Background: an optimization exercise with open tools, aiming at small area and a short achievable clock period. Do not read the settings as production practice. RTL that was checked went through simulation tests only; none was proved equivalent to the original. No functional check of the RTL was part of runs 2 to 5. No activity file was given, so power comes from the tool's default toggle rates.

==> design.v <==
`default_nettype none
package sprite_pkg;
	localparam int COORD_W = 9;  
	localparam int WORD_W  = 32;  
	localparam int INDEX_W = 5;  
	localparam int OFFSET_LSB = 0;
	localparam int Y_LSB      = 9;
	localparam int X_LSB      = 18;
	localparam int ATTR_W     = 3 * COORD_W;  
	localparam logic [WORD_W-1:0] NO_HIT_WORD = 32'h0000_0001;
	typedef enum logic [1:0] {
		FIELD_OFFSET = 2'd0,
		FIELD_Y      = 2'd1,
		FIELD_X      = 2'd2  
	} field_sel_e;
	typedef struct packed {
		logic [COORD_W-1:0] x;  
		logic [COORD_W-1:0] y;  
		logic [COORD_W-1:0] offset;  
	} sprite_attr_t;
	typedef struct packed {
		logic [COORD_W-1:0] x;
		logic [COORD_W-1:0] y;
	} check_t;
	typedef struct packed {
		logic [INDEX_W-1:0] index;  
		field_sel_e         field;
		logic [WORD_W-1:0]  data;  
	} wr_req_t;
endpackage
`default_nettype wire
`timescale 1ns/1ns
`default_nettype none
module sprite_write_ctrl #(
	parameter int NUM_SPRITES = 32
) (
	input  wire                          clk,
	input  wire                          rst_n,
	input  wire                          write,
	input  wire sprite_pkg::wr_req_t     wr_req,
	output logic [NUM_SPRITES-1:0]       entry_we,
	output sprite_pkg::field_sel_e       wr_field,
	output logic [sprite_pkg::COORD_W-1:0] wr_value,
	output logic                         success,
	output logic                         lookup_en
);
	logic idx_ok;
	logic field_ok;
	logic accept;
	assign idx_ok = (wr_req.index != '0) && (32'(wr_req.index) < NUM_SPRITES);
	assign field_ok = (wr_req.field == sprite_pkg::FIELD_OFFSET)
		|| (wr_req.field == sprite_pkg::FIELD_Y) || (wr_req.field == sprite_pkg::FIELD_X);
	assign accept = write && idx_ok && field_ok;
	always_comb begin
		entry_we = '0;
		if (accept) begin
			entry_we[wr_req.index] = 1'b1;  
		end
	end
	assign wr_field = wr_req.field;
	always_comb begin
		case (wr_req.field)
			sprite_pkg::FIELD_OFFSET: wr_value = wr_req.data[sprite_pkg::OFFSET_LSB +: sprite_pkg::COORD_W];
			sprite_pkg::FIELD_Y:      wr_value = wr_req.data[sprite_pkg::Y_LSB +: sprite_pkg::COORD_W];
			sprite_pkg::FIELD_X:      wr_value = wr_req.data[sprite_pkg::X_LSB +: sprite_pkg::COORD_W];
			default:                  wr_value = '0;  
		endcase
	end
	always_ff @(posedge clk) begin
		if (!rst_n) begin
			success <= 1'b0;
		end else begin
			success <= accept;  
		end
	end
	assign lookup_en = !write;  
endmodule
`default_nettype wire
`timescale 1ns/1ns
`default_nettype none
module sprite_reg_bank #(
	parameter int NUM_SPRITES = 32
) (
	input  wire                                     clk,
	input  wire                                     rst_n,
	input  wire [NUM_SPRITES-1:0]                   entry_we,
	input  wire sprite_pkg::field_sel_e             wr_field,
	input  wire [sprite_pkg::COORD_W-1:0]           wr_value,
	output logic [NUM_SPRITES*sprite_pkg::ATTR_W-1:0] entries,  
	output logic [NUM_SPRITES-1:0]                  valid
);
	always_ff @(posedge clk) begin
		if (!rst_n) begin
			entries <= '0;
			valid   <= '0;  
		end else begin
			for (int i = 0; i < NUM_SPRITES; i++) begin
				if (entry_we[i]) begin
					case (wr_field)
						sprite_pkg::FIELD_OFFSET: entries[i*sprite_pkg::ATTR_W + sprite_pkg::OFFSET_LSB +: sprite_pkg::COORD_W] <= wr_value;
						sprite_pkg::FIELD_Y:      entries[i*sprite_pkg::ATTR_W + sprite_pkg::Y_LSB +: sprite_pkg::COORD_W] <= wr_value;
						sprite_pkg::FIELD_X:      entries[i*sprite_pkg::ATTR_W + sprite_pkg::X_LSB +: sprite_pkg::COORD_W] <= wr_value;
						default:                  ;  
					endcase
					valid[i] <= 1'b1;  
				end
			end
		end
	end
endmodule
`default_nettype wire
`timescale 1ns/1ns
`default_nettype none
module sprite_hit_detect #(
	parameter int NUM_SPRITES = 32,
	parameter int SPRITE_LINE = 20
) (
	input  wire [NUM_SPRITES*sprite_pkg::ATTR_W-1:0]        entries,  
	input  wire [NUM_SPRITES-1:0]                           valid,
	input  wire sprite_pkg::check_t                         check,
	output logic [NUM_SPRITES-1:0]                          hit
);
	localparam int Y_EXT_W = sprite_pkg::COORD_W + 1;
	logic [Y_EXT_W-1:0] chk_y;
	assign chk_y = {1'b0, check.y};
	for (genvar i = 0; i < NUM_SPRITES; i++) begin : g_cmp
		logic [Y_EXT_W-1:0] y_top;
		logic [Y_EXT_W-1:0] y_bot;
		logic               x_eq;
		logic               y_in;
		sprite_pkg::sprite_attr_t ent;
		assign ent   = entries[i*sprite_pkg::ATTR_W +: sprite_pkg::ATTR_W];
		assign y_top = {1'b0, ent.y};
		assign y_bot = y_top + Y_EXT_W'(SPRITE_LINE - 1);  
		assign x_eq  = (ent.x == check.x);
		assign y_in  = (chk_y >= y_top) && (chk_y <= y_bot);
		assign hit[i] = valid[i] && x_eq && y_in;
	end
endmodule
`default_nettype wire
`timescale 1ns/1ns
`default_nettype none
module sprite_priority_sel #(
	parameter int NUM_SPRITES = 32
) (
	input  wire                                     clk,
	input  wire                                     rst_n,
	input  wire                                     lookup_en,
	input  wire [NUM_SPRITES-1:0]                   hit,
	input  wire [NUM_SPRITES*sprite_pkg::ATTR_W-1:0] entries,  
	output logic [sprite_pkg::WORD_W-1:0]           read_data
);
	logic                     found;
	sprite_pkg::sprite_attr_t sel_entry;
	always_comb begin
		found     = 1'b0;
		sel_entry = '0;
		for (int i = 0; i < NUM_SPRITES; i++) begin
			if (hit[i] && !found) begin
				found     = 1'b1;
				sel_entry = entries[i*sprite_pkg::ATTR_W +: sprite_pkg::ATTR_W];
			end
		end
	end
	always_ff @(posedge clk) begin
		if (!rst_n) begin
			read_data <= sprite_pkg::NO_HIT_WORD;
		end else if (lookup_en && found) begin
			read_data <= sprite_pkg::WORD_W'(sel_entry);  
		end else begin
			read_data <= sprite_pkg::NO_HIT_WORD;  
		end
	end
endmodule
`default_nettype wire
`timescale 1ns/1ns
`default_nettype none
module sprite_table_top #(
	parameter int NUM_SPRITES = 32,
	parameter int SPRITE_LINE = 20
) (
	input  wire                           clk,
	input  wire                           rst_n,
	input  wire                           write,
	input  wire [38:0]                    wr_req,  
	input  wire [17:0]                    check,  
	output logic [sprite_pkg::WORD_W-1:0] read_data,
	output logic                          success
);
	logic [NUM_SPRITES-1:0]                     entry_we;
	sprite_pkg::field_sel_e                     wr_field;
	logic [sprite_pkg::COORD_W-1:0]             wr_value;
	logic                                       lookup_en;
	logic [NUM_SPRITES*sprite_pkg::ATTR_W-1:0]  entries;
	logic [NUM_SPRITES-1:0]                     valid;
	logic [NUM_SPRITES-1:0]                     hit;
	sprite_write_ctrl #(
		.NUM_SPRITES(NUM_SPRITES)
	) write_ctrl_i (
		.clk      (clk),
		.rst_n    (rst_n),
		.write    (write),
		.wr_req   (sprite_pkg::wr_req_t'(wr_req)),
		.entry_we (entry_we),
		.wr_field (wr_field),
		.wr_value (wr_value),
		.success  (success),
		.lookup_en(lookup_en)
	);
	sprite_reg_bank #(
		.NUM_SPRITES(NUM_SPRITES)
	) reg_bank_i (
		.clk     (clk),
		.rst_n   (rst_n),
		.entry_we(entry_we),
		.wr_field(wr_field),
		.wr_value(wr_value),
		.entries (entries),
		.valid   (valid)
	);
	sprite_hit_detect #(
		.NUM_SPRITES(NUM_SPRITES),
		.SPRITE_LINE(SPRITE_LINE)
	) hit_detect_i (
		.entries(entries),
		.valid  (valid),
		.check  (sprite_pkg::check_t'(check)),
		.hit    (hit)
	);
	sprite_priority_sel #(
		.NUM_SPRITES(NUM_SPRITES)
	) priority_sel_i (
		.clk      (clk),
		.rst_n    (rst_n),
		.lookup_en(lookup_en),
		.hit      (hit),
		.entries  (entries),
		.read_data(read_data)
	);
endmodule
`default_nettype wire
==> run.sh <==
#!/bin/bash
# synth_recipe.tcl (not shown) runs the flow's synth.tcl, then flattens the netlist and writes it again
# the make line also repeats each setting of config.mk as NAME=value (left out here)
make -C /OpenROAD-flow-scripts/flow DESIGN_CONFIG=/design/flow/config.mk WORK_HOME=/design/flow/orfs CLKGATE_MAP_FILE= SYNTH_SCRIPT=/design/flow/synth_recipe.tcl finish
==> config.mk <==
export PLATFORM = sky130hd
export DESIGN_NAME = sprite_table_top
export DESIGN_NICKNAME = sprite_table_top
export VERILOG_FILES = /design/flow/design.v
export SDC_FILE = /design/flow/constraint.sdc
export NUM_CORES = 4
export LEC_CHECK = 0
export CAP_MARGIN = 20
export CORE_MARGIN = 2
export CORE_UTILIZATION = 40
export SETUP_SLACK_MARGIN = 0.2
export SLEW_MARGIN = 20
==> constraint.sdc <==
create_clock -name core_clock -period 7.0 [get_ports {clk}]
set_input_delay 1.4000 -clock core_clock [delete_from_list [all_inputs] [get_ports {clk}]]
set_output_delay 1.4000 -clock core_clock [all_outputs]
set_load 0.01 [all_outputs]
==> run summary, run 1 <==
* Status: timing/DRC/antenna clean
* Period minus WS final at 6.66 ns
* P per Cell Area at 173 mW/mm^2
* Final Hold Fails at 0
* Unrepaired setup endpoints after global routing: true
* Synthesized area at 0.0633 sq mm
* Synth warn at 3
* Simple-Gate Fraction of Synth Area at 0.252
* Clock transition at path regs at 0.07 ns
* Worst skew pair latency at 0.73 ns
* I/O Buffers at 82
* Via count at 61,100
* # nets final at 9,003
* Routed length per instance at 24.2 um
* Crit Path Max Fanout at 7
* Worst setup path category: flop to flop
* Top-area cell type share of the netlist area at 0.292
* Commonest non-fill, non-tap cells in the layout: nand2_1, o21ai_0, dfxtp_1, and2_1, ha_1
* Slowest CP cell: or4_1
* Layout cells sized above 1 at 0.0867
* Int Pwr at 9.07 mW
* CTS tree: built
* Top FF cell, synth: dfxtp_1
* Setup TNS Final at 0 ns
* Largest net degree at the start of global routing at 285
* Post-synthesis xor/xnor area fraction at 0.0702
* WL final at 253,000 um
* H-tree Lvls at 3
* Hold path depth at 2
* Area of the multi-input gates at 0.0419 sq mm
* Sequential share of power at 0.421
* Fill count at 15,400
* DRT antenna net count at 0
* Post-synthesis async set-or-reset flop share at 0
* Crit path capture type: flop
* Critical Path Source Type: flop
* Hold Crit Endpoint: priority_sel_i.read_data[7]
* Hpwl dp at 183,000 um
* Post-synthesis mux area share at 0.00133
* P&R area growth vs syn at 14.3%
* Vias in the first global route at 57,700
* LEAKAGE at 27.3 nW
* Die width at 402 um
* DR DRC count at 0
* R2R Setup Slk at 0.34 ns
* Netlist cell types at 112
* First-pass detailed-route iteration total at 8
* Gr usage total at 0.303
* EDFF count, synth at 0
* Max Root-Sink Buffers at 3
* Clock root buffer: clkbuf_16
* Post-synth top area cell: dfxtp_1
* Clock sinks at 924
* Compound-Gate Fraction of Synth Area at 0.211
* Fin crit share at 0.952
* Storage cell area at 0.0185 sq mm
* Switching part of the total at 0.277
* Gr ovfl total at 0
* Worst-Margin Slew at 1.39 ns
* Max cap viols at 0
* Final setup skew at 0.0200 ns
* Rows at 145
* Die area at 0.161 sq mm
* Hold Slack at 0.443 ns
* Achievable Freq at 150 MHz
* HP Start: reg_bank_i.entries[844]
* Syn Inst Count at 8,137
* Reg2reg start: reg_bank_i.entries[118]
* Synth area leaders: dfxtp_1, ha_1, and2_1, o21ai_0, nand2_1
* Chip Height at 402 um
* Largest family of logic cells by synthesized area: simple AND/OR/NAND/NOR gates
* IR drop worst, VDD at 0.197 mV
* Worst R2R Path Depth at 26
* DR iter-0 viols at 6,597
* Slew margin rel. at 0.0719
* Mapped Avg Cell Area at 7.77 sq um
* Max incr delay on CP at 0.53 ns
* Setup violators final at 0
* Core Area at 0.157 sq mm
* Seq cells post-synth at 924
* First-pass GRT wire length at 374,000 um
* Total CTS buffers at 104
* Worst Path Required at 7.60 ns
* Most common cell after layout, fill and taps aside: nand2_1
* Psw at 3.48 mW
* Max-slew violation count at 0
* Num ports at 93
* Clock network fraction of total power at 0.469
* Via-to-Cell Ratio at 5.84
* Combinational power share at 0.110
* Arr. time, crit path at 7.26 ns
* Sequential area share after synthesis at 0.292
* Worst hold path class: flop to flop
* Top cell by count, worst path: buf_4
* Starting Density at 0.404
* Initial antenna violation count at 11
* Terminus of the critical flop-to-flop path: priority_sel_i.read_data[23]
* Synth Area in Adders at 0.122
* GP Congestion at 0.999
worst max-delay path by stage:
stage / start / end / slack (ns) / depth (start not counted)
2_1_floorplan: check[0] / priority_sel_i.read_data[3] / 0.70 / 18
3_3_place_gp: check[0] / priority_sel_i.read_data[16] / -0.34 / 22
3_5_place_dp: check[0] / priority_sel_i.read_data[22] / -0.23 / 19
4_1_cts: reg_bank_i.entries[91] / priority_sel_i.read_data[22] / 0.33 / 23
5_1_grt: reg_bank_i.entries[118] / priority_sel_i.read_data[13] / 0.16 / 26
6_report: reg_bank_i.entries[118] / priority_sel_i.read_data[23] / 0.34 / 26
registers in the layout, indices dropped and copies added, names as in the netlist:
name	count
priority_sel_i.read_data	27
reg_bank_i.entries	864
reg_bank_i.valid	32
write_ctrl_i.success	1
worst max-delay path: cells and delay by family, from the launching register on:
| family | cells | cell delay [ns] |
|---|---|---|
| AOI/OAI and AO/OA | 10 | 2.22 |
| adders and majority gates | 2 | 0.40 |
| DFF | 1 | 0.45 |
| buffers and inverters | 6 | 0.96 |
| xor gates and xnor gates | 1 | 0.14 |
| and+or+nand+nor | 7 | 2.33 |
power by group through the flow:
stage	clock network [mW]	registers [mW]	logic, mW
finish	5.88	5.28	1.38
detailed placement	0	5.40	1.34
global route	6.13	5.28	1.46
floorplan	0	5.40	0.698
CTS	5.92	5.28	1.34
global placement	0	5.40	1.32
area by class of cell:
class,instances,area share
well taps,2058,0.0356
inverters,356,0.0185
multi-input cells,6418,0.579
repair buffers,522,0.0616
flip-flops and latches,924,0.256
clock buffers,147,0.0407
diodes,7,0.000242
clock inverters,46,0.00869
cell usage after synthesis, types with 23 or more instances:
cell type	n
nor3_1	146
a21o_1	46
a211oi_1	63
o221ai_1	29
nand4_1	119
a21oi_1	157
or4_1	23
or3_1	43
a31oi_1	38
ha_1	617
clkbuf_1	364
o21a_1	100
o211ai_1	62
o22ai_1	36
a222oi_1	42
a22o_1	25
nand2_1	1249
o2111ai_1	28
xnor2_1	336
nand2b_1	41
inv_1	352
and2_1	885
a221oi_1	61
buf_2	32
and3_1	34
dfxtp_1	924
a2111oi_0	47
xor2_1	169
nor2b_1	37
o21ai_0	1103
a22oi_1	61
nand3_1	111
nor2_1	268
a211o_1	23
nor4_1	74
metal layers:
layer / routed length, um / vias to the layer above / GRT usage / share of wire
met5: 14 / - / 0 / 0.000055
met4: 12000 / 2 / 0.134 / 0.047
met3: 22400 / 553 / 0.0466 / 0.088
met2: 111000 / 2694 / 0.477 / 0.44
met1: 108000 / 28900 / 0.408 / 0.43
li1: - / 29000 / - / -
cells by family after synthesis:
logic type,count (synthesis)
AND/OR/NAND/NOR,3154
flip-flops,924
AO/OA/AOI/OAI,2128
adder cells (fa/ha/maj),617
XOR/XNOR,506
buffers and inverters,799
multiplexers,8
other,1
through the flow:
step | area, sq um | std cells | power (mW) | utilization | setup WS (ns)
floorplan | 63300 | 8141 | 6.09 | - | 0.697
global placement | 68700 | 10300 | 6.72 | 0.439 | -0.338
detailed placement | 68700 | 10300 | 6.74 | 0.439 | -0.235
CTS | 72300 | 10500 | 12.6 | 0.462 | 0.331
global route | 72300 | 10500 | 12.9 | 0.462 | 0.161
finish | 72300 | 10500 | 12.5 | 0.462 | 0.339
timing repair:
action,CTS,global route
buffers inserted,0,1
hold buffers,0,0
gates resized for setup,0,5
endpoints found under the setup margin,0,6
==> inputs of run 2 (changes only) <==
==> design.v (replaced) <==
`default_nettype none
package sprite_pkg;
	localparam int COORD_W = 9;  
	localparam int WORD_W  = 32;  
	localparam int INDEX_W = 5;  
	localparam int OFFSET_LSB = 0;
	localparam int Y_LSB      = 9;
	localparam int X_LSB      = 18;
	localparam int ATTR_W     = 3 * COORD_W;  
	localparam logic [WORD_W-1:0] NO_HIT_WORD = 32'h0000_0001;
	typedef enum logic [1:0] {
		FIELD_OFFSET = 2'd0,
		FIELD_Y      = 2'd1,
		FIELD_X      = 2'd2  
	} field_sel_e;
	typedef struct packed {
		logic [COORD_W-1:0] x;  
		logic [COORD_W-1:0] y;  
		logic [COORD_W-1:0] offset;  
	} sprite_attr_t;
	typedef struct packed {
		logic [COORD_W-1:0] x;
		logic [COORD_W-1:0] y;
	} check_t;
	typedef struct packed {
		logic [INDEX_W-1:0] index;  
		field_sel_e         field;
		logic [WORD_W-1:0]  data;  
	} wr_req_t;
endpackage
`default_nettype wire
`timescale 1ns/1ns
`default_nettype none
module sprite_table_top (
	input  wire        clk,
	input  wire        rst_n,
	input  wire        write,
	input  wire [38:0] wr_req,  
	input  wire [17:0] check,  
	output logic [31:0] read_data,
	output logic        success
);
	localparam int N = 31;  
	wire [4:0] idx = wr_req[38:34];
	wire [1:0] fld = wr_req[33:32];
	wire [8:0] cx  = check[17:9];
	wire [8:0] cy  = check[8:0];
	logic [8:0] ex [1:N];
	logic [8:0] ey [1:N];
	logic [8:0] eo [1:N];
	logic [N:1] valid;
	wire [8:0] dx = wr_req[26:18] & {9{rst_n}};
	wire [8:0] dy = wr_req[17:9]  & {9{rst_n}};
	wire [8:0] doff = wr_req[8:0] & {9{rst_n}};
	always_ff @(posedge clk) begin
		for (int i = 1; i <= N; i++) begin
			if (!rst_n || (write && idx == 5'(i) && fld == 2'd2)) ex[i] <= dx;
			if (!rst_n || (write && idx == 5'(i) && fld == 2'd1)) ey[i] <= dy;
			if (!rst_n || (write && idx == 5'(i) && fld == 2'd0)) eo[i] <= doff;
			valid[i] <= rst_n && (valid[i] || (write && idx == 5'(i) && fld != 2'd3));
		end
	end
	always_ff @(posedge clk) begin
		success <= rst_n && write && idx != 5'd0 && fld != 2'd3;
	end
	wire       lk  = rst_n && !write;
	wire [3:0] ch  = cy[8:5];
	wire [4:0] cl  = cy[4:0];
	wire       c_hi = (cl >= 5'd19);  
	wire       c_z  = (ch == 4'd0);  
	wire       s_one = c_hi || c_z;  
	wire [3:0] loh = s_one ? ch : ch - 4'd1;
	wire [4:0] lol = c_hi ? cl - 5'd19 : (c_z ? 5'd0 : cl + 5'd13);
	logic [N:1] hit;
	logic [N:1] inh;  
	always_comb begin
		for (int i = 1; i <= N; i++) begin
			logic xeq, e1, e0, le, ge;
			xeq = (ex[i] == cx);
			e1  = (ey[i][8:5] == ch);
			e0  = (ey[i][8:5] == loh);
			le  = (ey[i][4:0] <= cl);
			ge  = (ey[i][4:0] >= lol);
			inh[i] = e1;
			hit[i] = lk && valid[i] && xeq && ((e1 && le && (ge || !s_one)) || (e0 && ge && !s_one));
		end
	end
	logic [N:1] sel;
	logic       seen;
	logic [14:0] word;
	always_comb begin
		seen = 1'b0;
		word = '0;
		for (int i = 1; i <= N; i++) begin
			sel[i] = hit[i] && !seen;
			seen   = seen || hit[i];
			word   = word | ({15{sel[i]}} & {inh[i], ey[i][4:0], eo[i]});
		end
	end
	wire [3:0] wyh = word[14] ? ch : loh;
	wire [8:0] rx  = cx & {9{seen}};
	wire [3:0] ryh = wyh & {4{seen}};
	always_ff @(posedge clk) begin
		read_data <= {5'b0, rx, ryh, word[13:1], word[0] | !seen};
	end
endmodule
`default_nettype wire
--- a/config.mk
+++ b/config.mk
@@ -7,6 +7,6 @@
 export LEC_CHECK = 0
 export CAP_MARGIN = 20
 export CORE_MARGIN = 2
-export CORE_UTILIZATION = 40
-export SETUP_SLACK_MARGIN = 0.2
+export CORE_UTILIZATION = 60
+export SETUP_SLACK_MARGIN = 3.5
 export SLEW_MARGIN = 20
==> run summary, run 2 <==
* Synthesized area at 0.0454 sq mm (-28%)
* Vias in the first global route at 30,900 (-46%)
* Period minus WS final at 5.53 ns (-1.13 ns)
* Top-area cell type share of the netlist area at 0.553 (+0.261)
* Area after DPL at 0.0480 sq mm (-30%)
* Crit path capture type: flop
* Synth area leaders: edfxtp_1, ha_1, xnor2_1, xor2_1, dfxtp_1
* Fin crit share at 0.790 (-0.162)
* Top FF cell, synth: edfxtp_1
* Hold Crit Endpoint: valid[9]
* Fill count at 4,997 (-67%)
* First-pass GRT wire length at 194,000 um (-48%)
* Seq cells post-synth at 896 (-3.0%)
* Total CTS buffers at 95 (-8.7%)
* Die width at 279 um (-31%)
* Chip Height at 279 um (-31%)
* DR DRC count at 0 (unchanged)
* Final Hold Fails at 0 (unchanged)
* Max-slew violation count at 0 (unchanged)
* Synth warn at 4 (+1)
* Area of the multi-input gates at 0.0193 sq mm (-54%)
* Initial antenna violation count at 2 (-9)
* P&R area growth vs syn at 18.6%
* Starting Density at 0.608 (+0.204)
* P per Cell Area at 256 mW/mm^2 (+48%)
* Syn Inst Count at 3,488 (-57%)
* H-tree Lvls at 3 (unchanged)
* Arr. time, crit path at 6.04 ns (-1.22 ns)
* Hpwl dp at 88,000 um (-52%)
* Clock transition at path regs at 0.06 ns (about the same)
* Worst-Margin Slew at 1.12 ns (-0.269 ns)
* Post-route design area at 0.0539 sq mm (-26%)
* HP Start: valid[9]
* Max Root-Sink Buffers at 3 (unchanged)
* Via count at 31,600 (-48%)
* I/O Buffers at 82 (unchanged)
* Achievable Freq at 181 MHz (+20%)
* Cells after DPL at 4,553 (-56%)
* Crit Path Max Fanout at 5 (-2)
* Post-synthesis async set-or-reset flop share at 0 (unchanged)
* Storage cell area at 0.0263 sq mm (+42%)
* CTS tree: built
* Die area at 0.0779 sq mm (-52%)
* Mapped Avg Cell Area at 13.0 sq um (+67%)
* Via-to-Cell Ratio at 6.52 (+12%)
* Routed length per instance at 27.8 um (+15%)
* Setup violators final at 0 (unchanged)
* IR drop worst, VDD at 0.288 mV (+46%)
* LEAKAGE at 19.6 nW (-28%)
* Terminus of the critical flop-to-flop path: read_data[9]
* Most common library cells after synthesis: edfxtp_1, ha_1, xnor2_1, xor2_1, o21ai_0
* EDFF count, synth at 837 (+837)
* Num ports at 93 (unchanged)
* Clock root buffer: clkbuf_16
* Status: timing/DRC/antenna clean
* WL final at 135,000 um (-47%)
* Core Area at 0.0747 sq mm (-52%)
* Gr usage total at 0.339 (+0.0365)
* Gr ovfl total at 0 (unchanged)
* Post-synth top area cell: edfxtp_1
* DR iter-0 viols at 3,495 (-47%)
* R2R Setup Slk at 2.58 ns (+2.24 ns)
* # nets final at 4,167 (-54%)
* Unrepaired setup endpoints after global routing: true
* Slew margin rel. at 0.247 (+0.175)
* Worst R2R Path Depth at 14 (-46%)
* Largest net degree at the start of global routing at 91 (-68%)
* Rows at 100 (-31%)
* Worst hold path class: flop to flop
* DRT antenna net count at 0 (unchanged)
* Commonest non-fill, non-tap cells in the layout: edfxtp_1, xnor2_1, ha_1, buf_4, xor2_1
* Worst Path Required at 7.51 ns (-0.09 ns)
* Post-route insts no fill at 4,846 (-54%)
* GP Congestion at 0.914 (-8.5%)
* Place WS at -0.110 ns (+0.125 ns)
* Hold_buf cts at 0 (unchanged)
* Reg2reg start: ex[1][7]
* Worst skew pair latency at 0.67 ns (-0.06 ns)
* Final WS setup at 1.47 ns (+1.13 ns)
* Most common cell after layout, fill and taps aside: edfxtp_1
* Worst setup path category: input pin to flop
* Total power at 13.8 mW (+10%)
* Netlist cell types at 105 (-6.3%)
* Critical Path Source Type: input pin
* Most instantiated library cell after synthesis: edfxtp_1
* Max cap viols at 0 (unchanged)
* Clock sinks at 896 (-3.0%)
* Final setup skew at 0.0303 ns (+0.0102 ns)
* Top Registers: eo: 279 flops, ex: 279 flops, ey: 279 flops
* First-pass detailed-route iteration total at 7 (-1)
* Layout cells sized above 1 at 0.185 (+0.0986)
* Sequential area share after synthesis at 0.579 (+0.287)
* Hold path depth at 1 (-1)
## run 2: power breakdown
part / switching [mW] / leakage, nW / internal, mW
clock: 2.15 / 1.64 / 3.25
combinational: 1.13 / 9.44 / 0.756
sequential: 0.207 / 8.55 / 6.32
## run 2: worst max-delay path by stage
| stage | start | to | cells after the start |
|---|---|---|---|
| 2_1_floorplan | check[6] | read_data[15] | 23 |
| 3_3_place_gp | check[1] | read_data[5] | 19 |
| 3_5_place_dp | check[1] | read_data[5] | 19 |
| 4_1_cts | check[1] | read_data[9] | 20 |
| 5_1_grt | check[1] | read_data[10] | 21 |
| 6_report | check[1] | read_data[10] | 21 |
## run 2: timing repair
item | 4_1_cts | 5_1_grt
buffers inserted | 59 | 46
endpoints found under the setup margin | 207 | 150
gates resized for setup | 199 | 143
pin swaps | 82 | 106
cloned | 5 | 4
## run 2: critical path: stages
cell	delay [ns]
buf_8	0.10
buf_6	0.10
a2111o_1	0.43
a21boi_4	0.28
buf_12	0.14
nor2_4	0.06
buf_6	0.14
ha_4	0.24
nor2b_1	0.03
o21ai_1	0.18
a31oi_2	0.13
buf_4	0.16
a2111oi_4	0.61
a211oi_2	0.24
clkdlybuf4s15_2	0.36
a222oi_1	0.33
nor2_1	0.13
a2111oi_0	0.40
buf_4	0.19
o2111a_1	0.26
nand4_1	0.10
## run 2: metal layers
metal | wire length (um) | share of wire | vias up | GRT usage
met5 | 17 | 0.00013 | - | 0
met4 | 5990 | 0.044 | 2 | 0.138
met3 | 12500 | 0.092 | 365 | 0.0571
met2 | 62300 | 0.46 | 1541 | 0.543
met1 | 54100 | 0.40 | 15700 | 0.464
li1 | - | - | 14000 | -
## run 2: cell families (layout without fill, tap and decap cells)
family	count (synthesis)	after routing	synth area share
xor+xnor	490	490	0.0949
other cells	1	6	0.0000826
mux	11	11	0.00248
compound gates	691	691	0.110
fa+ha+maj	311	311	0.0857
simple gates	838	841	0.0994
buf+inv	250	631	0.0284
flops	896	896	0.579
## run 2: area by class of cell
type | count | share of cell area
sequential | 896 | 0.488
clock buffer | 115 | 0.0467
inverter | 87 | 0.00625
timing repair buffer | 367 | 0.0617
tap | 969 | 0.0225
antenna | 1 | 0.0000465
clock inverter | 62 | 0.0164
multi-input combinational | 2349 | 0.358
## run 2: per-stage QoR
step / hold slack [ns] / util / setup TNS [ns]
final: 0.466 / 0.721 / 0
after global routing: 0.477 / 0.721 / 0
after CTS: 0.467 / 0.706 / 0
after detailed placement: 0.457 / 0.642 / -1.20
after global placement: 0.447 / 0.642 / -0.455
after floorplan: 0.440 / - / 0
==> inputs of run 3 (changes only) <==
--- a/config.mk
+++ b/config.mk
@@ -8,5 +8,5 @@
 export CAP_MARGIN = 20
 export CORE_MARGIN = 2
 export CORE_UTILIZATION = 60
-export SETUP_SLACK_MARGIN = 3.5
+export SETUP_SLACK_MARGIN = 0.2
 export SLEW_MARGIN = 20
==> run summary, run 3 <==
* Status: timing/DRC/antenna clean
* EDFF count, synth at 837 (unchanged)
* Clock network fraction of total power at 0.390 (about the same)
* Psw at 3.39 mW (-2.9%)
* Worst skew pair latency at 0.66 ns (about the same)
* Top FF cell, synth: edfxtp_1
* Synthesized area at 0.0454 sq mm (unchanged)
* Max-slew violation count at 0 (unchanged)
* Max incr delay on CP at 0.90 ns (+0.29 ns)
* Num ports at 93 (unchanged)
* Critical Path Sink: read_data[8]
* Die width at 279 um (unchanged)
* Via-to-Cell Ratio at 6.48 (-0.56%)
* Most instantiated library cell after synthesis: edfxtp_1
* Initial antenna violation count at 0 (-2)
* Sequential share of power at 0.486 (+0.013)
* Top-area cell type share of the netlist area at 0.553 (unchanged)
* Critical Path Source Type: input pin
* Synth warn at 4 (unchanged)
* Final setup skew at 0.0187 ns (-0.0116 ns)
* Crit Path Max Fanout at 10 (+5)
* Netlist cell types at 105 (unchanged)
* H-tree Lvls at 3 (unchanged)
* Worst Path Required at 7.51 ns (about the same)
* GP Congestion at 0.944 (+3.2%)
* IR drop worst, VDD at 0.257 mV (-11%)
* Critical path depth in cells at 20 (-4.8%)
* Post_cts resized at 0 (-100%)
* Total CTS buffers at 94 (-1.1%)
* Post-route design area at 0.0513 sq mm (-4.7%)
* Crit path capture type: flop
* Terminus of the critical flop-to-flop path: read_data[8]
* First-pass detailed-route iteration total at 8 (+1)
* Fill count at 5,273 (+5.5%)
* Area of the multi-input gates at 0.0179 sq mm (-7.3%)
* WL final at 132,000 um (-2.3%)
* Area after DPL at 0.0481 sq mm (+0.21%)
* Max cap viols at 0 (unchanged)
* First-pass GRT wire length at 193,000 um (-0.48%)
* R2R Setup Slk at 2.34 ns (-0.24 ns)
* Clock transition at path regs at 0.06 ns (about the same)
* Post-synth top area cell: edfxtp_1
* Routed length per instance at 27.7 um (-0.37%)
* Syn Inst Count at 3,488 (unchanged)
* Chip Height at 279 um (unchanged)
* DR DRC count at 0 (unchanged)
* DRT antenna net count at 0 (unchanged)
* Top cell by count, worst path: buf_4
* Via count at 30,800 (-2.4%)
* Unrepaired setup endpoints after global routing: false
* Worst R2R Path Depth at 14 (unchanged)
* Hold Slack at 0.469 ns (+0.00353 ns)
* Worst hold path class: flop to flop
* Reg2reg start: ey[8][2]
* Post-synthesis async set-or-reset flop share at 0 (unchanged)
* Max Root-Sink Buffers at 3 (unchanged)
* Critical Path, Cell by Cell: clkdlybuf4s50_1 -> ha_1 -> a2111o_1 -> a21boi_0 -> buf_4 -> nor2_4 -> ha_1 -> nor2b_1 -> o21ai_0 -> a31oi_1 -> a2111oi_0 -> a21o_2 -> a21boi_1 -> buf_4 -> a222oi_1 -> nor2_1 -> a2111oi_0 -> buf_4 -> o2111a_1 -> nand4_1
* Starting Density at 0.608 (unchanged)
* Rows at 100 (unchanged)
* Worst-Margin Slew at 1.15 ns (+0.0281 ns)
* Storage cell area at 0.0263 sq mm (unchanged)
* Largest net degree at the start of global routing at 55 (-40%)
* # nets final at 4,075 (-2.2%)
* CTS tree: built
* Int Pwr at 10.0 mW (-2.7%)
* Gr usage total at 0.339 (-0.000917)
* Mapped Avg Cell Area at 13.0 sq um (unchanged)
* Period minus WS final at 6.60 ns (+1.07 ns)
* Arr. time, crit path at 7.11 ns (+1.07 ns)
* Setup bufs post-CTS at 0 (-100%)
* Most common cell after layout, fill and taps aside: edfxtp_1
* ANT cells at 0 (-1)
* Synth area leaders: edfxtp_1, ha_1, xnor2_1, xor2_1, dfxtp_1
* Die area at 0.0779 sq mm (unchanged)
* Sequential area share after synthesis at 0.579 (unchanged)
* DR iter-0 viols at 3,760 (+7.6%)
* Seq cells post-synth at 896 (unchanged)
* Gr ovfl total at 0 (unchanged)
* CP Buf/Inv Count at 4 (-3)
* Achievable Freq at 151 MHz (-16%)
* Slowest CP cell: a2111oi_0
* Core Area at 0.0747 sq mm (unchanged)
* Clock sinks at 896 (unchanged)
* Setup violators final at 0 (unchanged)
* CP startpoint: check[1]
* I/O Buffers at 82 (unchanged)
* Final Hold Fails at 0 (unchanged)
* Clock root buffer: clkbuf_16
* Most common library cells after synthesis: edfxtp_1, ha_1, xnor2_1, xor2_1, o21ai_0
* P&R area growth vs syn at 13.1%
* Top Registers: eo: 279 flops, ex: 279 flops, ey: 279 flops
* P per Cell Area at 262 mW/mm^2 (+2.0%)
* Hold_buf cts at 0 (unchanged)
* Combinational power share at 0.124 (-0.013)
* Fin crit share at 0.943 (+0.153)
* LEAKAGE at 18.8 nW (-4.2%)
* Vias in the first global route at 30,600 (-0.92%)
* CP top delay family: compound AO/OA/AOI/OAI gates
* Hpwl dp at 91,400 um (+3.8%)
* Switching part of the total at 0.252 (-0.000310)
* Slew margin rel. at 0.222 (-0.0242)
* Total power at 13.4 mW (-2.7%)
* Worst setup path category: input pin to flop
* Layout cells sized above 1 at 0.118 (-0.0674)
* Commonest non-fill, non-tap cells in the layout: edfxtp_1, ha_1, xnor2_1, xor2_1, buf_4
[run 3: cell count changes in the layout (fill, tap and decap cells not counted), moves of 11 or more]
cell	previous run	this run
buf_4	232	189
buf_6	24	0
o21ai_0	117	140
a2111oi_0	6	27
ha_4	20	0
o21ai_2	24	4
ha_1	291	310
a31oi_1	30	48
buf_12	21	8
a22oi_1	23	34
a22oi_2	11	0
[run 3: logic make-up (layout without fill, tap and decap cells)]
kind of cell,count (synthesis),after routing,share of synthesized area
flops,896,896,0.579
simple gates,838,838,0.0994
compound gates,691,691,0.110
xor+xnor,490,490,0.0949
fa+ha+maj,311,311,0.0857
buf+inv,250,543,0.0284
mux,11,11,0.00248
other cells,1,5,0.0000826
[run 3: how the worst min path moves through the flow]
stage               startpoint   endpoint  slack [ns]  cells past startpoint
global placement      valid[8]   valid[8]        0.45                      1
finish                valid[7]   valid[7]        0.47                      1
global route         valid[11]  valid[11]        0.49                      1
CTS                  valid[19]  valid[19]        0.47                      1
floorplan            valid[30]  valid[30]        0.44                      1
detailed placement   valid[19]  valid[19]        0.45                      1
[run 3: worst reg2reg max path, cell delays in order, from the launching register on]
cell and delay (ns):
edfxtp_1 0.45, ha_1 0.33, nand2_1 0.05, o21ai_0 0.14
a31oi_1 0.25, a2111oi_0 0.78, a21o_2 0.24, a21boi_1 0.20
buf_4 0.30, a222oi_1 0.29, nor2_1 0.06, a2111oi_0 0.90
buf_4 0.24, o2111a_1 0.22, nand4_1 0.08
[run 3: per-stage QoR]
| step | TNS, ns | instances | util | setup slack, ns |
|---|---|---|---|---|
| floorplan | 0 | 3492 | - | 0.248 |
| global placement | 0 | 4576 | 0.643 | 0.000223 |
| detailed placement | -0.177 | 4577 | 0.644 | -0.112 |
| CTS | 0 | 4754 | 0.687 | 0.563 |
| global route | 0 | 4754 | 0.687 | 0.227 |
| finish | 0 | 4754 | 0.687 | 0.397 |
[run 3: final cells by class]
class / count / share of cell area
Multi-Input combinational cell: 2346 / 0.348
Inverter: 87 / 0.00636
Timing Repair Buffer: 279 / 0.0455
Sequential cell: 896 / 0.513
Tap cell: 969 / 0.0236
Clock inverter: 63 / 0.0142
Clock buffer: 114 / 0.0495
[run 3: power groups by stage]
| stage | Combinational [mW] | Clock [mW] | Sequential, mW |
|---|---|---|---|
| final | 1.67 | 5.24 | 6.53 |
| after global routing | 1.82 | 5.47 | 6.56 |
| after CTS | 1.64 | 5.28 | 6.53 |
| after detailed placement | 1.63 | 0 | 6.64 |
| after global placement | 1.55 | 0 | 6.61 |
| after floorplan | 1.09 | 0 | 6.57 |
[run 3: per-layer routing]
layer,vias to the layer above,global-route usage,share of wire
met4,0,0.114,0.032
met2,1524,0.536,0.46
met3,263,0.0602,0.099
met1,15300,0.475,0.41
met5,-,0,0
li1,13800,-,-
==> inputs of run 4 (changes only) <==
--- a/design.v
+++ b/design.v
@@ -63,45 +63,43 @@
 	always_ff @(posedge clk) begin
 		success <= rst_n && write && idx != 5'd0 && fld != 2'd3;
 	end
-	wire       lk  = rst_n && !write;
-	wire [3:0] ch  = cy[8:5];
-	wire [4:0] cl  = cy[4:0];
-	wire       c_hi = (cl >= 5'd19);  
-	wire       c_z  = (ch == 4'd0);  
-	wire       s_one = c_hi || c_z;  
-	wire [3:0] loh = s_one ? ch : ch - 4'd1;
-	wire [4:0] lol = c_hi ? cl - 5'd19 : (c_z ? 5'd0 : cl + 5'd13);
+	wire       lk = rst_n && !write;
+	wire [9:0] cym = {1'b0, cy} - 10'd19;
+	wire [8:0] lo = cym[9] ? 9'd0 : cym[8:0];
+	function automatic logic le9(input logic [8:0] a, input logic [8:0] b);
+		logic gt;
+		logic eq;
+		gt = 1'b0;
+		eq = 1'b1;
+		for (int k = 8; k >= 0; k--) begin
+			gt = gt || (eq && a[k] && !b[k]);
+			eq = eq && (a[k] == b[k]);
+		end
+		le9 = !gt;
+	endfunction
 	logic [N:1] hit;
-	logic [N:1] inh;  
 	always_comb begin
-		for (int i = 1; i <= N; i++) begin
-			logic xeq, e1, e0, le, ge;
-			xeq = (ex[i] == cx);
-			e1  = (ey[i][8:5] == ch);
-			e0  = (ey[i][8:5] == loh);
-			le  = (ey[i][4:0] <= cl);
-			ge  = (ey[i][4:0] >= lol);
-			inh[i] = e1;
-			hit[i] = lk && valid[i] && xeq && ((e1 && le && (ge || !s_one)) || (e0 && ge && !s_one));
-		end
+		for (int i = 1; i <= N; i++)
+			hit[i] = lk && valid[i] && (ex[i] == cx) && le9(ey[i], cy) && le9(lo, ey[i]);
 	end
 	logic [N:1] sel;
 	logic       seen;
-	logic [14:0] word;
+	logic [13:0] word;
 	always_comb begin
 		seen = 1'b0;
 		word = '0;
 		for (int i = 1; i <= N; i++) begin
 			sel[i] = hit[i] && !seen;
 			seen   = seen || hit[i];
-			word   = word | ({15{sel[i]}} & {inh[i], ey[i][4:0], eo[i]});
+			word   = word | ({14{sel[i]}} & {ey[i][4:0], eo[i]});
 		end
 	end
-	wire [3:0] wyh = word[14] ? ch : loh;
+	wire [4:0] wyl = word[13:9];
+	wire [3:0] wyh = (wyl <= cy[4:0]) ? cy[8:5] : lo[8:5];
 	wire [8:0] rx  = cx & {9{seen}};
 	wire [3:0] ryh = wyh & {4{seen}};
 	always_ff @(posedge clk) begin
-		read_data <= {5'b0, rx, ryh, word[13:1], word[0] | !seen};
+		read_data <= {5'b0, rx, ryh, wyl, word[8:1], word[0] | !seen};
 	end
 endmodule
 `default_nettype wire
--- a/config.mk
+++ b/config.mk
@@ -7,6 +7,6 @@
 export LEC_CHECK = 0
 export CAP_MARGIN = 20
 export CORE_MARGIN = 2
-export CORE_UTILIZATION = 60
+export CORE_UTILIZATION = 40
 export SETUP_SLACK_MARGIN = 0.2
 export SLEW_MARGIN = 20
==> run summary, run 4 <==
* Clock sinks at 896 (unchanged)
* Most instantiated library cell after synthesis: edfxtp_1
* Worst setup path category: input pin to flop
* Core Area at 0.112 sq mm (+50%)
* Max incr delay on CP at 0.68 ns (-0.22 ns)
* Total CTS buffers at 96 (+2.1%)
* Most common library cells after synthesis: edfxtp_1, o21ai_0, nand2_1, xnor2_1, nor2_1
* Hold Slack at 0.462 ns (-0.00679 ns)
* EDFF count, synth at 837 (unchanged)
* Fin crit share at 0.944 (about the same)
* Initial antenna violation count at 2 (+2)
* Sequential area share after synthesis at 0.582 (+0.00210)
* Top cell by count, worst path: buf_4
* Hold Crit Endpoint: valid[11]
* Syn Inst Count at 3,804 (+9.1%)
* Final Hold Fails at 0 (unchanged)
* Crit path capture type: flop
* Max cap viols at 0 (unchanged)
* Worst Path Required at 7.57 ns (+0.06 ns)
* Critical Path Source Type: input pin
* I/O Buffers at 82 (unchanged)
* HP Start: valid[11]
* R2R Setup Slk at 1.61 ns (-0.73 ns)
* DR DRC count at 0 (unchanged)
* Fill count at 10,000 (+90%)
* Die area at 0.116 sq mm (+49%)
* Clock root buffer: clkbuf_16
* Chip Height at 340 um (+22%)
* Netlist cell types at 101 (-3.8%)
* Top FF cell, synth: edfxtp_1
* Worst hold path class: flop to flop
* Setup TNS Final at 0 ns (unchanged)
* Hold_buf cts at 0 (unchanged)
* Worst-Margin Slew at 0.943 ns (-0.208 ns)
* Reg2reg start: ey[11][0]
* Routed length per instance at 26.1 um (-5.8%)
* Max Root-Sink Buffers at 3 (unchanged)
* Slew margin rel. at 0.372 (+0.149)
* Largest net degree at the start of global routing at 141 (+160%)
* CP Buf/Inv Count at 7 (+3)
* Status: timing/DRC/antenna clean
* Synthesized area at 0.0452 sq mm (-0.36%)
* Die width at 340 um (+22%)
* DR iter-0 viols at 4,296 (+14%)
* Synth area leaders: edfxtp_1, xnor2_1, o21ai_0, dfxtp_1, maj3_1
* Hpwl dp at 113,000 um (+24%)
* Via-to-Cell Ratio at 5.92 (-8.6%)
* CP top delay family: compound AO/OA/AOI/OAI gates
* Post-synthesis async set-or-reset flop share at 0 (unchanged)
* Top-area cell type share of the netlist area at 0.555 (+0.00200)
* Worst R2R Path Depth at 25 (+11)
* Period minus WS final at 6.61 ns (+0.00370 ns)
* Hold path depth at 1 (unchanged)
* WL final at 155,000 um (+18%)
* Worst skew pair latency at 0.69 ns (+0.03 ns)
* Layout cells sized above 1 at 0.201 (+0.0831)
* P&R area growth vs syn at 22.3%
* First-pass GRT wire length at 226,000 um (+17%)
* Seq cells post-synth at 896 (unchanged)
* DRT antenna net count at 0 (unchanged)
* Vias in the first global route at 34,100 (+11%)
* Max-slew violation count at 0 (unchanged)
* Synth warn at 4 (unchanged)
* Arr. time, crit path at 7.18 ns (+0.07 ns)
* Area of the multi-input gates at 0.0177 sq mm (-1.0%)
* Storage cell area at 0.0263 sq mm (unchanged)
* GP Congestion at 0.982 (+4.0%)
* H-tree Lvls at 3 (unchanged)
* Mapped Avg Cell Area at 11.9 sq um (-8.6%)
* First-pass detailed-route iteration total at 6 (-2)
* Crit Path Max Fanout at 16 (+6)
* Setup violators final at 0 (unchanged)
* Gr usage total at 0.263 (-0.0753)
* Slowest CP cell: a211oi_4
* Clock transition at path regs at 0.06 ns (about the same)
* Via count at 35,200 (+14%)
* Gr ovfl total at 0 (unchanged)
* Top Registers: eo: 279 flops, ex: 279 flops, ey: 279 flops
* Achievable Freq at 151 MHz (about the same)
* # nets final at 4,483 (+10%)
* Total power at 13.6 mW (+1.4%)
* Final setup skew at 0.0311 ns (+0.0124 ns)
* Terminus of the critical flop-to-flop path: read_data[17]
* Rows at 123 (+23%)
* IR drop worst, VDD at 0.200 mV (-22%)
* Post-synth top area cell: edfxtp_1
* Most common cell after layout, fill and taps aside: edfxtp_1
* LEAKAGE at 19.7 nW (+4.7%)
* CTS tree: built
* P per Cell Area at 246 mW/mm^2 (-5.9%)
* Unrepaired setup endpoints after global routing: false
* Num ports at 93 (unchanged)
* Commonest non-fill, non-tap cells in the layout: edfxtp_1, buf_4, o21ai_0, nand2_1, xnor2_1
* Final core utilization at 0.493 (-0.195)
* Starting Density at 0.403 (-0.205)
-- run 4: changes by cell type in the layout (fill, tap and decap cells not counted), moves of 20 or more --
cell	delta
nand2_1	+111
nor3_1	+34
o21ai_0	+123
a211oi_1	+28
xor2_1	-88
inv_1	+55
a22o_1	-22
xnor2_1	-53
buf_4	+390
a221oi_1	+20
ha_1	-243
o2111ai_1	+20
maj3_1	+99
a21oi_1	+44
-- run 4: worst register-to-register path, cell delays in order (launching register included) --
cell       delay, ns
edfxtp_1        0.50
nor2b_1         0.19
maj3_1          0.36
maj3_1          0.37
maj3_1          0.41
o211a_1         0.25
a311oi_2        0.22
buf_4           0.23
buf_4           0.15
nand2_1         0.07
buf_4           0.20
o2111ai_1       0.23
o311ai_0        0.21
a21oi_1         0.20
buf_4           0.18
o2111ai_2       0.19
a21oi_1         0.19
ha_1            0.16
nor2b_1         0.04
o21a_1          0.17
o21ai_0         0.17
nand2b_1        0.09
a21oi_2         0.17
a31oi_4         0.09
mux2i_1         0.20
nor2_1          0.06
-- run 4: per-layer routing --
layer,vias to the layer above,track usage,share of wire
met5,-,0,0
li1,15700,-,-
met3,270,0.0392,0.078
met4,0,0.101,0.042
met1,17600,0.360,0.41
met2,1538,0.423,0.47
-- run 4: power breakdown --
group          leakage (nW)  switching (mW)  internal (mW)
clock network          1.57            2.17           3.09
registers              8.55           0.255           6.32
logic                  9.58            1.06          0.721
total                  19.7            3.49           10.1
-- run 4: kinds of logic (layout without fill, tap and decap cells) --
kind of cell,Yosys count,in the layout,synth area share
simple gates,989,989,0.114
other cells,1,7,0.0000829
compound gates,987,987,0.153
fa+ha+maj,168,168,0.0410
buf+inv,390,1017,0.0371
mux,22,22,0.00517
flops,896,896,0.582
xor+xnor,351,351,0.0681
-- run 4: metrics by stage --
step / cell area [sq um] / setup WS (ns) / std cells
after CTS: 55100 / 0.216 / 5930
final: 55300 / 0.394 / 5937
after detailed placement: 51700 / -0.902 / 5749
after global placement: 51700 / -0.835 / 5748
after floorplan: 45300 / 0.208 / 3808
after global routing: 55300 / 0.157 / 5936
-- run 4: how the worst max path moves through the flow --
stage | startpoint | end | slack, ns | cells past startpoint
finish | check[3] | read_data[17] | 0.39 | 28
global route | check[3] | read_data[17] | 0.16 | 31
CTS | check[3] | read_data[17] | 0.22 | 30
detailed placement | check[1] | read_data[17] | -0.90 | 29
global placement | check[1] | read_data[15] | -0.83 | 29
floorplan | check[4] | read_data[17] | 0.21 | 30
-- run 4: cell type report --
cell class                 count  share of cell area
multi-input combinational   2522               0.320
clock buffer                 128              0.0476
sequential                   896               0.475
antenna                        2           0.0000904
inverter                     148              0.0100
clock inverter                50              0.0110
timing repair buffer         691               0.102
tap                         1500              0.0339
-- run 4: what timing repair did --
item	in CTS	in global routing
setup endpoints to repair	4	4
pin swaps	4	30
resized for setup	14	54
setup buffers	3	5
==> inputs of run 5 (changes only) <==
--- a/config.mk
+++ b/config.mk
@@ -8,5 +8,5 @@
 export CAP_MARGIN = 20
 export CORE_MARGIN = 2
 export CORE_UTILIZATION = 40
-export SETUP_SLACK_MARGIN = 0.2
+export SETUP_SLACK_MARGIN = 3.2
 export SLEW_MARGIN = 20
==> run summary, run 5 <==
* Top Registers: eo: 279 flops, ex: 279 flops, ey: 279 flops
* CP top delay family: simple AND/OR/NAND/NOR gates
* Slew margin rel. at 0.292 (-0.0796)
* DR iter-0 viols at 4,355 (+1.4%)
* DRT antenna net count at 0 (unchanged)
* Setup violators final at 0 (unchanged)
* Sequential share of power at 0.476 (-0.007)
* Gr ovfl total at 0 (unchanged)
* Starting Density at 0.403 (unchanged)
* Top cell by count, worst path: buf_4
* CTS tree: built
* Worst skew pair latency at 0.70 ns (about the same)
* Final WS setup at 0.633 ns (+0.239 ns)
* Initial antenna violation count at 0 (-2)
* Crit Path Max Fanout at 7 (-9)
* Max incr delay on CP at 0.51 ns (-0.17 ns)
* Psw at 3.62 mW (+3.8%)
* CP Buf/Inv Count at 6 (-1)
* First-pass GRT wire length at 231,000 um (+2.0%)
* P per Cell Area at 244 mW/mm^2 (-0.92%)
* ANT cells at 0 (-2)
* Clock network fraction of total power at 0.392 (+0.006)
* Sequential area share after synthesis at 0.582 (unchanged)
* Final Hold Fails at 0 (unchanged)
* Worst hold path class: flop to flop
* Core Area at 0.112 sq mm (unchanged)
* Vias in the first global route at 33,800 (-0.74%)
* Routed length per instance at 26.4 um (+0.88%)
* Slowest CP cell: or4_4
* Gr usage total at 0.267 (+0.00420)
* Total CTS buffers at 99 (+3.1%)
* Post-route insts no fill at 5,995 (+0.98%)
* Critical Path Source Type: input pin
* GP Congestion at 0.971 (-1.1%)
* Netlist cell types at 101 (unchanged)
* Unrepaired setup endpoints after global routing: true
* HP Start: valid[26]
* Crit path capture type: flop
* Worst-Margin Slew at 1.06 ns (+0.119 ns)
* Seq cells post-synth at 896 (unchanged)
* Synth warn at 4 (unchanged)
* H-tree Lvls at 3 (unchanged)
* Syn Inst Count at 3,804 (unchanged)
* Chip Height at 340 um (unchanged)
* Worst setup path category: input pin to flop
* Worst Path Required at 7.56 ns (about the same)
* Top FF cell, synth: edfxtp_1
* Max-slew violation count at 0 (unchanged)
* Top-area cell type share of the netlist area at 0.555 (unchanged)
* EDFF count, synth at 837 (unchanged)
* Period minus WS final at 6.37 ns (-0.239 ns)
* Die area at 0.116 sq mm (unchanged)
* Post-synth top area cell: edfxtp_1
* First-pass detailed-route iteration total at 8 (+2)
* Arr. time, crit path at 6.93 ns (-0.25 ns)
* DR DRC count at 0 (unchanged)
* Most common library cells after synthesis: edfxtp_1, o21ai_0, nand2_1, xnor2_1, nor2_1
* Via-to-Cell Ratio at 5.86 (-0.99%)
* Most common cell after layout, fill and taps aside: edfxtp_1
* CP startpoint: check[0]
* Hpwl dp at 116,000 um (+1.9%)
* Status: timing/DRC/antenna clean
* Die width at 340 um (unchanged)
* Hold_buf cts at 0 (unchanged)
* Clock sinks at 896 (unchanged)
* Synthesized area at 0.0452 sq mm (unchanged)
* Achievable Freq at 157 MHz (+3.8%)
* Int Pwr at 10.2 mW (+0.65%)
* WL final at 158,000 um (+1.9%)
* Clock transition at path regs at 0.06 ns (about the same)
* Switching part of the total at 0.262 (+0.00594)
* Largest net degree at the start of global routing at 75 (-47%)
* Mapped Avg Cell Area at 11.9 sq um (unchanged)
* Post-synthesis async set-or-reset flop share at 0 (unchanged)
* Max cap viols at 0 (unchanged)
* P&R area growth vs syn at 25.3%
* Num ports at 93 (unchanged)
* Commonest non-fill, non-tap cells in the layout: edfxtp_1, buf_4, o21ai_0, nand2_1, xnor2_1
* Rows at 123 (unchanged)
* Clock root buffer: clkbuf_16
* IR drop worst, VDD at 0.185 mV (-7.1%)
* Fin crit share at 0.910 (-0.0341)
* Cells after DPL at 5,765 (+0.28%)
* Max Root-Sink Buffers at 3 (unchanged)
* # nets final at 4,542 (+1.3%)
* Place WS at -0.761 ns (+0.141 ns)
* Via count at 35,200 (-0.023%)
* Layout cells sized above 1 at 0.233 (+0.0318)
* Synth area leaders: edfxtp_1, xnor2_1, o21ai_0, dfxtp_1, maj3_1
* LEAKAGE at 20.2 nW (+2.5%)
* Reg2reg start: ey[10][0]
* Most instantiated library cell after synthesis: edfxtp_1
* Combinational power share at 0.132 (about the same)
* I/O Buffers at 82 (unchanged)
* Final setup skew at 0.0389 ns (+0.00781 ns)
[run 5: cell counts after synthesis]
Identical to the previous run, type by type.
[run 5: area by class of cell]
class                           count  area, sq um
Fill cell                        9763        55700
Sequential cell                   896        26300
Multi-Input combinational cell   2522        18300
Timing Repair Buffer              747         6240
Clock buffer                      121         2640
Tap cell                         1500         1880
Clock inverter                     61          709
Inverter                          148          562
[run 5: kinds of logic (layout without fill, tap and decap cells)]
logic type | Yosys count | in the layout | synth area share
other cells | 1 | 5 | 0.0000829
simple gates | 989 | 989 | 0.114
flops | 896 | 896 | 0.582
buf+inv | 390 | 1077 | 0.0371
mux | 22 | 22 | 0.00517
xor+xnor | 351 | 351 | 0.0681
compound gates | 987 | 987 | 0.153
fa+ha+maj | 168 | 168 | 0.0410
[run 5: path summary, 6_finish.rpt]
kind              cells after the start  slack, ns             to
setup reg to reg                     24       1.61  read_data[15]
hold / removal                        1       0.47      valid[26]
setup / recovery                     31       0.63  read_data[15]
hold reg to reg                       1       0.47      valid[26]
[run 5: metrics by stage]
stage               power, mW  setup TNS, ns  hold slack (ns)  instance area (sq um)   util
finish                   13.8              0            0.469                  56700  0.504
detailed placement       8.41          -3.18            0.452                  51900  0.462
floorplan                7.60              0            0.432                  45400      -
CTS                      13.8              0            0.467                  56300  0.501
global route             14.3              0            0.485                  56700  0.504
global placement         8.37          -2.65            0.442                  51900  0.462
[run 5: power by group through the flow]
stage / clock network (mW) / logic (mW) / registers (mW)
2_1_floorplan: 0 / 1.01 / 6.60
3_3_place_gp: 0 / 1.71 / 6.66
3_5_place_dp: 0 / 1.73 / 6.67
4_1_cts: 5.49 / 1.78 / 6.56
5_1_grt: 5.69 / 1.95 / 6.62
6_report: 5.42 / 1.83 / 6.57
[run 5: repair_timing]
action | in CTS | in global routing
resized for setup | 186 | 50
buffers inserted | 38 | 10
cloned | 0 | 0
setup endpoints to repair | 27 | 36
endpoints found under the hold margin | 0 | 0
pin swaps | 82 | 20
[run 5: layer usage]
layer	part of all wire	track usage	vias to the layer above
met4	0.038	0.0988	0
met3	0.077	0.0314	305
met1	0.43	0.383	17400
met2	0.45	0.418	1581
met5	0	0	-
li1	-	-	15800
[run 5: worst register-to-register path, stage by stage (launching register included)]
cell and delay, ns:
edfxtp_1 0.51, nor2b_1 0.20, maj3_1 0.37, maj3_1 0.39, maj3_1 0.42, o21ai_0 0.22
o311a_1 0.21, buf_4 0.16, a211oi_4 0.12, buf_12 0.17, and4_1 0.20, and3_4 0.16
a222oi_1 0.32, a21boi_2 0.21, nand4_1 0.11, buf_4 0.18, ha_4 0.25, nor2b_4 0.12
o21a_1 0.11, o21ai_1 0.07, nand2b_1 0.09, a21oi_2 0.07, a31oi_4 0.30, mux2i_1 0.26
nor2_1 0.06
==> inputs of run 6 (changes only) <==
--- a/design.v
+++ b/design.v
@@ -63,43 +63,81 @@
 	always_ff @(posedge clk) begin
 		success <= rst_n && write && idx != 5'd0 && fld != 2'd3;
 	end
-	wire       lk = rst_n && !write;
-	wire [9:0] cym = {1'b0, cy} - 10'd19;
-	wire [8:0] lo = cym[9] ? 9'd0 : cym[8:0];
-	function automatic logic le9(input logic [8:0] a, input logic [8:0] b);
-		logic gt;
-		logic eq;
-		gt = 1'b0;
-		eq = 1'b1;
-		for (int k = 8; k >= 0; k--) begin
-			gt = gt || (eq && a[k] && !b[k]);
-			eq = eq && (a[k] == b[k]);
-		end
-		le9 = !gt;
+	wire [3:0] ch = cy[8:5];
+	wire [4:0] cl = cy[4:0];
+	logic [3:0] chm1;  
+	logic [4:0] lol;  
+	logic       c_hi;  
+	always_comb begin
+		chm1 = '0;
+		for (int v = 0; v < 16; v++)
+			if (ch == 4'(v)) chm1 = 4'(v - 1);
+		lol  = '0;
+		c_hi = 1'b0;
+		for (int v = 0; v < 32; v++)
+			if (cl == 5'(v)) begin
+				lol  = 5'(v + 13);
+				c_hi = (v >= 19);
+			end
+	end
+	wire chnz = |ch;
+	function automatic logic le5(input logic [4:0] a, input logic [4:0] b);
+		logic c;
+		c = 1'b1;
+		for (int k = 0; k < 5; k++)
+			c = b[k] ? (!a[k] || c) : (!a[k] && c);
+		le5 = c;
 	endfunction
 	logic [N:1] hit;
+	logic [N:1] inh;  
 	always_comb begin
-		for (int i = 1; i <= N; i++)
-			hit[i] = lk && valid[i] && (ex[i] == cx) && le9(ey[i], cy) && le9(lo, ey[i]);
-	end
-	logic [N:1] sel;
-	logic       seen;
-	logic [13:0] word;
-	always_comb begin
-		seen = 1'b0;
-		word = '0;
 		for (int i = 1; i <= N; i++) begin
-			sel[i] = hit[i] && !seen;
-			seen   = seen || hit[i];
-			word   = word | ({14{sel[i]}} & {ey[i][4:0], eo[i]});
+			logic xe, e1, e0, le, ge;
+			xe  = (ex[i] == cx);
+			e1  = (ey[i][8:5] == ch);
+			e0  = (ey[i][8:5] == chm1) && chnz;
+			le  = le5(ey[i][4:0], cl);
+			ge  = le5(lol, ey[i][4:0]);
+			inh[i] = e1;
+			hit[i] = valid[i] && xe && ((e1 && le && (ge || !c_hi)) || (e0 && ge && !c_hi));
 		end
 	end
-	wire [4:0] wyl = word[13:9];
-	wire [3:0] wyh = (wyl <= cy[4:0]) ? cy[8:5] : lo[8:5];
-	wire [8:0] rx  = cx & {9{seen}};
-	wire [3:0] ryh = wyh & {4{seen}};
+	localparam int G = 8;
+	logic [G-1:0]  gany;
+	logic [14:0]   gword [G];
+	always_comb begin
+		for (int g = 0; g < G; g++) begin
+			logic seen;
+			seen     = 1'b0;
+			gword[g] = '0;
+			for (int k = 0; k < 4; k++) begin
+				int i;
+				i = 4 * g + k;
+				if (i >= 1 && i <= N) begin
+					if (hit[i] && !seen)
+						gword[g] = gword[g] | {inh[i], ey[i][4:0], eo[i]};
+					seen = seen || hit[i];
+				end
+			end
+			gany[g] = seen;
+		end
+	end
+	logic        found;
+	logic [14:0] word;
+	always_comb begin
+		found = 1'b0;
+		word  = '0;
+		for (int g = 0; g < G; g++) begin
+			if (gany[g] && !found)
+				word = word | gword[g];
+			found = found || gany[g];
+		end
+	end
+	wire       lk  = rst_n && !write;
+	wire       hv  = lk && found;
+	wire [3:0] wyh = word[14] ? ch : chm1;
 	always_ff @(posedge clk) begin
-		read_data <= {5'b0, rx, ryh, wyl, word[8:1], word[0] | !seen};
+		read_data <= {5'b0, cx & {9{hv}}, wyh & {4{hv}}, word[13:1] & {13{hv}}, (word[0] && lk) || !hv};
 	end
 endmodule
 `default_nettype wire
--- a/config.mk
+++ b/config.mk
@@ -7,6 +7,6 @@
 export LEC_CHECK = 0
 export CAP_MARGIN = 20
 export CORE_MARGIN = 2
-export CORE_UTILIZATION = 40
-export SETUP_SLACK_MARGIN = 3.2
+export CORE_UTILIZATION = 60
+export SETUP_SLACK_MARGIN = 3.5
 export SLEW_MARGIN = 20
==> run summary, run 6 <==
* Most common cell after layout, fill and taps aside: edfxtp_1
* Unrepaired setup endpoints after global routing: true
* Total CTS buffers at 92 (-7.1%)
* Arr. time, crit path at 5.17 ns (-1.76 ns)
* Sequential area share after synthesis at 0.571 (-0.0103)
* Synth area leaders: edfxtp_1, xnor2_1, nand2_1, dfxtp_1, o21ai_0
* Top Registers: eo: 279 flops, ex: 279 flops, ey: 279 flops
* Worst hold path class: flop to flop
* LEAKAGE at 19.0 nW (-6.0%)
* Die width at 281 um (-17%)
* Fill count at 4,920 (-50%)
* Setup TNS Final at 0 ns (unchanged)
* Core Area at 0.0759 sq mm (-32%)
* Commonest non-fill, non-tap cells in the layout: edfxtp_1, buf_4, nand2_1, xnor2_1, o21ai_0
* Most common library cells after synthesis: edfxtp_1, nand2_1, xnor2_1, o21ai_0, nor2_1
* Hold_buf cts at 0 (unchanged)
* Critical Path, Cell by Cell: buf_4 -> buf_12 -> xnor2_1 -> nand4_1 -> nor3_2 -> nand2_1 -> nor4b_4 -> nor2_4 -> and4b_4 -> o2bb2ai_1 -> o2bb2ai_4 -> or4_4 -> o21a_1
* Met2 Resource Use GR at 0.656 (+0.238)
* Clock sinks at 896 (unchanged)
* GR Util met1 at 0.527 (+0.144)
* Routed length per instance at 32.3 um (+23%)
* Critical Path Source Type: input pin
* Post-synthesis async set-or-reset flop share at 0 (unchanged)
* Final setup skew at 0.0437 ns (+0.00478 ns)
* Gr ovfl total at 0 (unchanged)
* Via-to-Cell Ratio at 7.04 (+20%)
* Starting Density at 0.607 (+0.204)
* Syn Inst Count at 3,919 (+3.0%)
* Post-synth top area cell: edfxtp_1
* Max cap viols at 0 (unchanged)
* Max-slew violation count at 0 (unchanged)
* Clock root buffer: clkbuf_16
* Int Pwr at 9.82 mW (-3.7%)
* Hpwl dp at 110,000 um (-4.7%)
* Seq cells post-synth at 896 (unchanged)
* Gr usage total at 0.430 (+0.163)
* Die area at 0.0790 sq mm (-32%)
* Max incr delay on CP at 0.65 ns (+0.14 ns)
* Synth warn at 5 (+1)
* Mapped Avg Cell Area at 11.8 sq um (-1.2%)
* I/O Buffers at 82 (unchanged)
* P&R area growth vs syn at 22.3%
* CTS tree: built
* Top FF cell, synth: edfxtp_1
* R2R Setup Slk at 3.06 ns (+1.45 ns)
* Via count at 37,800 (+7.6%)
* Crit Path Max Fanout at 13 (+6)
* WL final at 174,000 um (+10%)
* DR iter-0 viols at 4,903 (+13%)
* Netlist cell types at 116 (+15%)
* Worst skew pair latency at 0.68 ns (-0.02 ns)
* Initial antenna violation count at 9 (+9)
* Slew margin rel. at 0.242 (-0.0499)
* GP Congestion at 1.05 (+7.8%)
* Vias in the first global route at 36,300 (+7.2%)
* Status: timing/DRC/antenna clean
* Max Root-Sink Buffers at 3 (unchanged)
* Total power at 13.3 mW (-3.6%)
* Clock transition at path regs at 0.06 ns (about the same)
* Psw at 3.49 mW (-3.5%)
* Worst Path Required at 7.56 ns (about the same)
* Setup violators final at 0 (unchanged)
* Clock network fraction of total power at 0.374 (-0.018)
* DR DRC count at 0 (unchanged)
* Chip Height at 281 um (-17%)
* Combinational power share at 0.132 (about the same)
* Final Hold Fails at 0 (unchanged)
* Sequential share of power at 0.494 (+0.018)
* H-tree Lvls at 3 (unchanged)
* Top-area cell type share of the netlist area at 0.546 (-0.00987)
* EDFF count, synth at 837 (unchanged)
* Period minus WS final at 4.61 ns (-1.76 ns)
* # nets final at 4,321 (-4.9%)
* Met3 Track Usage GR at 0.133 (+0.101)
* Slowest CP cell: nor3_2
* Most instantiated library cell after synthesis: edfxtp_1
* Synthesized area at 0.0461 sq mm (+1.8%)
* Largest net degree at the start of global routing at 76 (+1.3%)
* First-pass GRT wire length at 244,000 um (+5.4%)
* Rows at 101 (-18%)
* Worst-Margin Slew at 1.13 ns (+0.0662 ns)
* Fin crit share at 0.658 (-0.251)
* Busiest grt layer: met2
* Switching part of the total at 0.262 (+0.000431)
* P per Cell Area at 236 mW/mm^2 (-3.0%)
* DRT antenna net count at 0 (unchanged)
* First-pass detailed-route iteration total at 8 (unchanged)
* IR drop worst, VDD at 0.254 mV (+37%)
* Crit path capture type: flop
* Layout cells sized above 1 at 0.221 (-0.0116)
* Achievable Freq at 217 MHz (+38%)
* Num ports at 93 (unchanged)
* Worst setup path category: input pin to flop
run 6: cell types whose count changed after synthesis, moves of 35 or more:
cell and delta:
inv_1 -45, o21ai_0 -46, o21a_1 -35, nand2_1 +63, maj3_1 -61, ha_1 -68
run 6: layout make-up:
cell class | count | area [sq um] | share of cell area
sequential | 896 | 26300 | 0.467
multi-input combinational | 2673 | 20200 | 0.359
timing repair buffer | 498 | 5040 | 0.0896
clock buffer | 115 | 2420 | 0.0429
tap | 1030 | 1290 | 0.0229
clock inverter | 56 | 611 | 0.0108
inverter | 100 | 392 | 0.00695
antenna | 3 | 7.51 | 0.000133
run 6: timing repair:
item,in CTS,in global routing
buffers inserted,127,64
endpoints found under the setup margin,275,170
pin swaps,78,74
gates cloned,12,5
gates resized for setup,341,143
run 6: final timing paths:
path	depth (start not counted)	start	to
worst min-delay path	2	valid[1]	valid[1]
worst min register to register	2	valid[1]	valid[1]
worst max-delay path	13	check[13]	read_data[12]
worst max register to register	12	ey[6][0]	read_data[12]
run 6: cell families (layout without fill, tap and decap cells):
group | count (synthesis) | count (layout) | synth area share
multiplexers | 30 | 30 | 0.00665
flip-flops | 896 | 896 | 0.571
AO/OA/AOI/OAI | 1028 | 1029 | 0.164
other | 1 | 8 | 0.0000814
XOR/XNOR | 410 | 410 | 0.0783
AND/OR/NAND/NOR | 1142 | 1143 | 0.131
adder cells (fa/ha/maj) | 56 | 56 | 0.0127
buffers and inverters | 356 | 769 | 0.0362
run 6: through the flow:
stage           util  worst slack [ns]  std cells  area (sq um)  hold WS, ns
6_report       0.742              2.39       5371         56300        0.457
5_1_grt        0.742              2.36       5369         56300        0.473
4_1_cts        0.724              2.52       5298         55000        0.459
3_5_place_dp   0.645             0.564       4988         49000        0.445
3_3_place_gp   0.645             0.682       4987         49000        0.435
2_1_floorplan      -              2.56       3923         46900        0.425
run 6: power groups by stage:
stage	Clock [mW]	Combinational [mW]	Sequential (mW)
2_1_floorplan	0	0.999	6.60
3_3_place_gp	0	1.40	6.65
3_5_place_dp	0	1.45	6.68
4_1_cts	4.99	1.61	6.57
5_1_grt	5.17	1.82	6.62
6_report	4.98	1.75	6.58
run 6: worst max-delay path, delay by kind of cell:
family / cells / cell delay, ns
buffers and inverters: 2 / 0.52
xor gates and xnor gates: 1 / 0.16
and+or+nand+nor: 7 / 2.47
AOI/OAI and AO/OA: 3 / 0.59
run 6: routing by layer:
layer / share of wire / routed length (um)
met4: 0.084 / 14600
met3: 0.13 / 22200
met1: 0.35 / 60100
met2: 0.44 / 76500
met5: 0.0016 / 274

## separate check: timing with driven ports
In the flow no input, the clock included, has a driving cell. The finished layouts below were timed again as built, in two steps.
Step 1: set_driving_cell puts a clkbuf_16 on clk and a buf_2 on each other input, an assumption about the parent block.
Step 2 also shifts input and output timing later by t, the mid clock arrival at the registers, as if the neighbouring blocks saw the same clock.
Three values: no drivers, after step 1, after step 2; two values: the first two.
| run | shift t [ns] | setup slack, ns |
|---|---|---|
| run 1 | 0.802 | 0.339 / 0.339 / -0.243 |
| run 2 | 0.728 | 1.469 / 1.481 / 0.753 |
| run 3 | 0.720 | 0.397 / 0.444 / -0.276 |
| run 4 | 0.740 | 0.394 / 0.438 / -0.302 |
| run 5 | 0.752 | 0.633 / 0.638 / -0.114 |
| run 6 | 0.736 | 2.391 / 2.380 / 1.644 |
With both steps, setup timing fails in run 1, run 3, run 4 and run 5, where it was met with ideal ports.
